From an optimization exercise on the open Yosys and OpenROAD flow, aimed at small area; shortcuts taken in it are not production practice. Function was checked by simulation only, so behaviour that the tests miss may differ from the original. Power and IR drop assume default switching activity.

## job 9431
Design conv_in_top, start of the top module:
module conv_in_top (
	input  logic                        clk,
	input  logic                        rst_n,
	input  logic                        enable,
	input  logic [1:0]                  cmd,
	input  logic [32-1:0]  pixel_in,
	output logic [1:0]                  ack,
	output logic [8-1:0] rom_addr,
	output logic [(2 + 6 * 32)-1:0]        window
);
Size in the first run: roughly 790 flip-flops, roughly 240 I/O pins, roughly 0.029 mm2 of cells after synthesis.
==> flow/config.mk <==
export PLATFORM = sky130hd
export DESIGN_NAME = conv_in_top
export DESIGN_NICKNAME = conv_in_top
export VERILOG_FILES = /design/flow/design.v
export SDC_FILE = /design/flow/constraint.sdc
export NUM_CORES = 4
export LEC_CHECK = 0
export ABC_AREA = 1
export CAP_MARGIN = 20
export CORE_MARGIN = 2
export CORE_UTILIZATION = 60
export SLEW_MARGIN = 20
==> flow/constraint.sdc <==
create_clock -name core_clock -period 5.0 [get_ports {clk}]
set_input_delay 1.0000 -clock core_clock [delete_from_list [all_inputs] [get_ports {clk}]]
set_output_delay 1.0000 -clock core_clock [all_outputs]
set_load 0.01 [all_outputs]
standard.sh (not shown) runs the stock make flow with config.mk's settings and CLKGATE_MAP_FILE= SYNTH_SCRIPT=/design/flow/synth_recipe.tcl, a recipe that flattens the netlist after the stock synthesis.
==> flow/flow/run.sh <==
#!/bin/bash
# Standard ORFS layout with two changes: the port buffers are the smallest
# buffer cell, and clock tree synthesis clusters more sinks per buffer and
# adds no dummy loads. The make output goes to flow_make.log here; each ORFS
# step keeps its own log under orfs/logs/.
set -euo pipefail
bash standard.sh \
	"BUFFER_PORTS_ARGS=-buffer_cell sky130_fd_sc_hd__buf_1" \
	"CTS_ARGS=-sink_clustering_enable -repair_clock_nets -dont_use_dummy_load -buf_list sky130_fd_sc_hd__clkbuf_16 -sink_clustering_size 30 -sink_clustering_max_diameter 80" \
	finish > flow_make.log 2>&1
Job 9431 completed end to end with timing, DRC and antenna clean.
Inputs modified between job 9431 and job 5284:
Settings: clearing ABC_AREA, which used to be 1; swapping 60 for 40 in CORE_UTILIZATION.
==> flow/run.sh (new file) <==
#!/bin/bash
# synth_recipe.tcl (not shown) runs the flow's synth.tcl, then flattens the netlist and writes it again
# the make line also repeats each setting of config.mk as NAME=value (left out here)
make -C /OpenROAD-flow-scripts/flow DESIGN_CONFIG=/design/flow/config.mk WORK_HOME=/design/flow/orfs CLKGATE_MAP_FILE= SYNTH_SCRIPT=/design/flow/synth_recipe.tcl finish
removed: flow/flow/run.sh
removed: flow/standard.sh
==> comparison <==
The final period demand of the worst path number comes out lower for job 9431 vs job 5284. Relative to job 9431, the final cell area reported for job 5284 is higher. Clock-buffer cell count of job 5284 exceeds that of job 9431 by more than 100%. [diff] final wirelength, job 5284 relative to job 9431: improvement. Job 9431 has lower tightest hold margin than job 5284. Of job 5284 and job 9431, the higher initial standard-cell utilization of the core belongs to job 9431. Diff job 9431 -> job 5284: wire length of the first global-routing pass dropped 2.4%; arrival time of data at the critical path endpoint increased 260 ps; synthesized cell count now sits lower. Compared with job 9431, in job 5284 proportion of cell area occupied by registers went down, first-iteration DRC count now sits lower.
Here is what was changed in the inputs of job 197 compared with job 5284.
Settings: changing CORE_UTILIZATION from 40 to 85.
==> flow/flow/run.sh (new file) <==
#!/bin/bash
# Standard ORFS layout with three changes: ABC maps for area only, the port
# buffers are the smallest buffer cell, and clock tree synthesis clusters
# more sinks per buffer and adds no dummy loads. The make output goes to
# flow_make.log here; each ORFS step keeps its own log under orfs/logs/.
set -euo pipefail
export FLOW_WORK=$PWD
export FLOW_ABC_SCRIPT=$PWD/flow/abc_min_area.script
bash standard.sh \
	"SYNTH_SCRIPT=$PWD/flow/synth_min_area.tcl" \
	"BUFFER_PORTS_ARGS=-buffer_cell sky130_fd_sc_hd__buf_1" \
	"CTS_ARGS=-sink_clustering_enable -repair_clock_nets -dont_use_dummy_load -buf_list sky130_fd_sc_hd__clkbuf_8 -sink_clustering_size 16 -sink_clustering_max_diameter 50" \
	finish > flow_make.log 2>&1
==> flow/flow/abc_min_area.script (new file) <==
strash
dch -f
amap
==> flow/flow/synth_min_area.tcl (new file) <==
# The standard synthesis (synth_recipe.tcl in the work folder), except that
# ABC maps the logic with flow/abc_min_area.script, an area-only mapping.
proc abc {args} {
  set i [lsearch -exact $args -script]
  if { $i >= 0 } {
    lset args [expr { $i + 1 }] $::env(FLOW_ABC_SCRIPT)
  }
  yosys abc {*}$args
}
source $::env(FLOW_WORK)/synth_recipe.tcl
==> flow/standard.sh (new file) <==
#!/bin/bash
# synth_recipe.tcl (not shown) runs the flow's synth.tcl, then flattens the netlist and writes it again
# the make line also repeats each setting of config.mk as NAME=value (left out here)
make -C /OpenROAD-flow-scripts/flow DESIGN_CONFIG=/design/flow/config.mk WORK_HOME=/design/flow/orfs CLKGATE_MAP_FILE= SYNTH_SCRIPT=/design/flow/synth_recipe.tcl "${@:-finish}"
removed: flow/run.sh
==> comparison <==
- Job 197 went all the way through the flow, and no timing, DRC or antenna check failed.
- STATUS wire length: job 197 loses against job 5284
- The higher post-layout worst setup margin came out of job 5284.
- Job 197 vs. job 5284: post-route met1 wirelength went down by about 26%.
- Relative to job 5284, the final cell area reported for job 197 is lower.
Input-level comparison between job 2361 and job 197:
Settings: putting CTS_BUF_LIST at sky130_fd_sc_hd__clkbuf_4 where nothing was set; swapping 85 for 55 in CORE_UTILIZATION.
==> flow/run.sh (new file) <==
#!/bin/bash
# synth_recipe.tcl (not shown) runs the flow's synth.tcl, then flattens the netlist and writes it again
# the make line also repeats each setting of config.mk as NAME=value (left out here)
make -C /OpenROAD-flow-scripts/flow DESIGN_CONFIG=/design/flow/config.mk WORK_HOME=/design/flow/orfs CLKGATE_MAP_FILE= SYNTH_SCRIPT=/design/flow/synth_recipe.tcl finish
removed: flow/flow/run.sh
removed: flow/flow/abc_min_area.script
removed: flow/flow/synth_min_area.tcl
removed: flow/standard.sh
### Flow results
Setup slack in job 2361 is larger than in job 197. The higher total power of job 2361 and job 197 is in job 197. The netlist area before placement in job 197 is 0.927 times that in job 2361. Job 2361 vs job 197 on clock buffer count: job 2361 is the higher one. Via count sits lower in job 2361 than in job 197. Cmp job 2361 vs job 197: fraction of layout cells with a size suffix above 1 higher in job 2361. For power of the sequential group, dividing the value from job 2361 by the value from job 197 gives 0.861. Leakage power went up by more than a quarter going from job 197 to job 2361. Between job 2361 and job 197, net count of the finished layout is lower for job 197, job 2361 comes in above that.

-- afterwards: timing with drivers on the ports --
Ports are ideal in the flow. The routed layouts listed here were re-timed in OpenROAD. Step 1, drivers: a clkbuf_16 drives clk and a buf_2 each remaining input, both assumed. Step 2 moves the port delays by t, midway between the first and last clock arrival at a register: inputs arrive t later, outputs are due t later. That takes back most of the time a late clock gives input paths. Slacks: ideal ports / drivers / drivers and shift; pairs: ideal ports / drivers.
| run | t (ns) | setup slack, ns | cell pins on the clock port's net |
|---|---|---|---|
| job 9431 | 0.632 | 0.701 / 0.640 / 1.272 | 1 |
| job 5284 | 0.675 | 0.439 / 0.379 / 1.054 | 1 |
| job 197 | 0.709 | 0.096 / 0.042 / 0.751 | 1 |
| job 2361 | 1.022 | 0.335 / 0.278 / 1.240 | 1 |
After both steps every run listed still meets setup and hold.
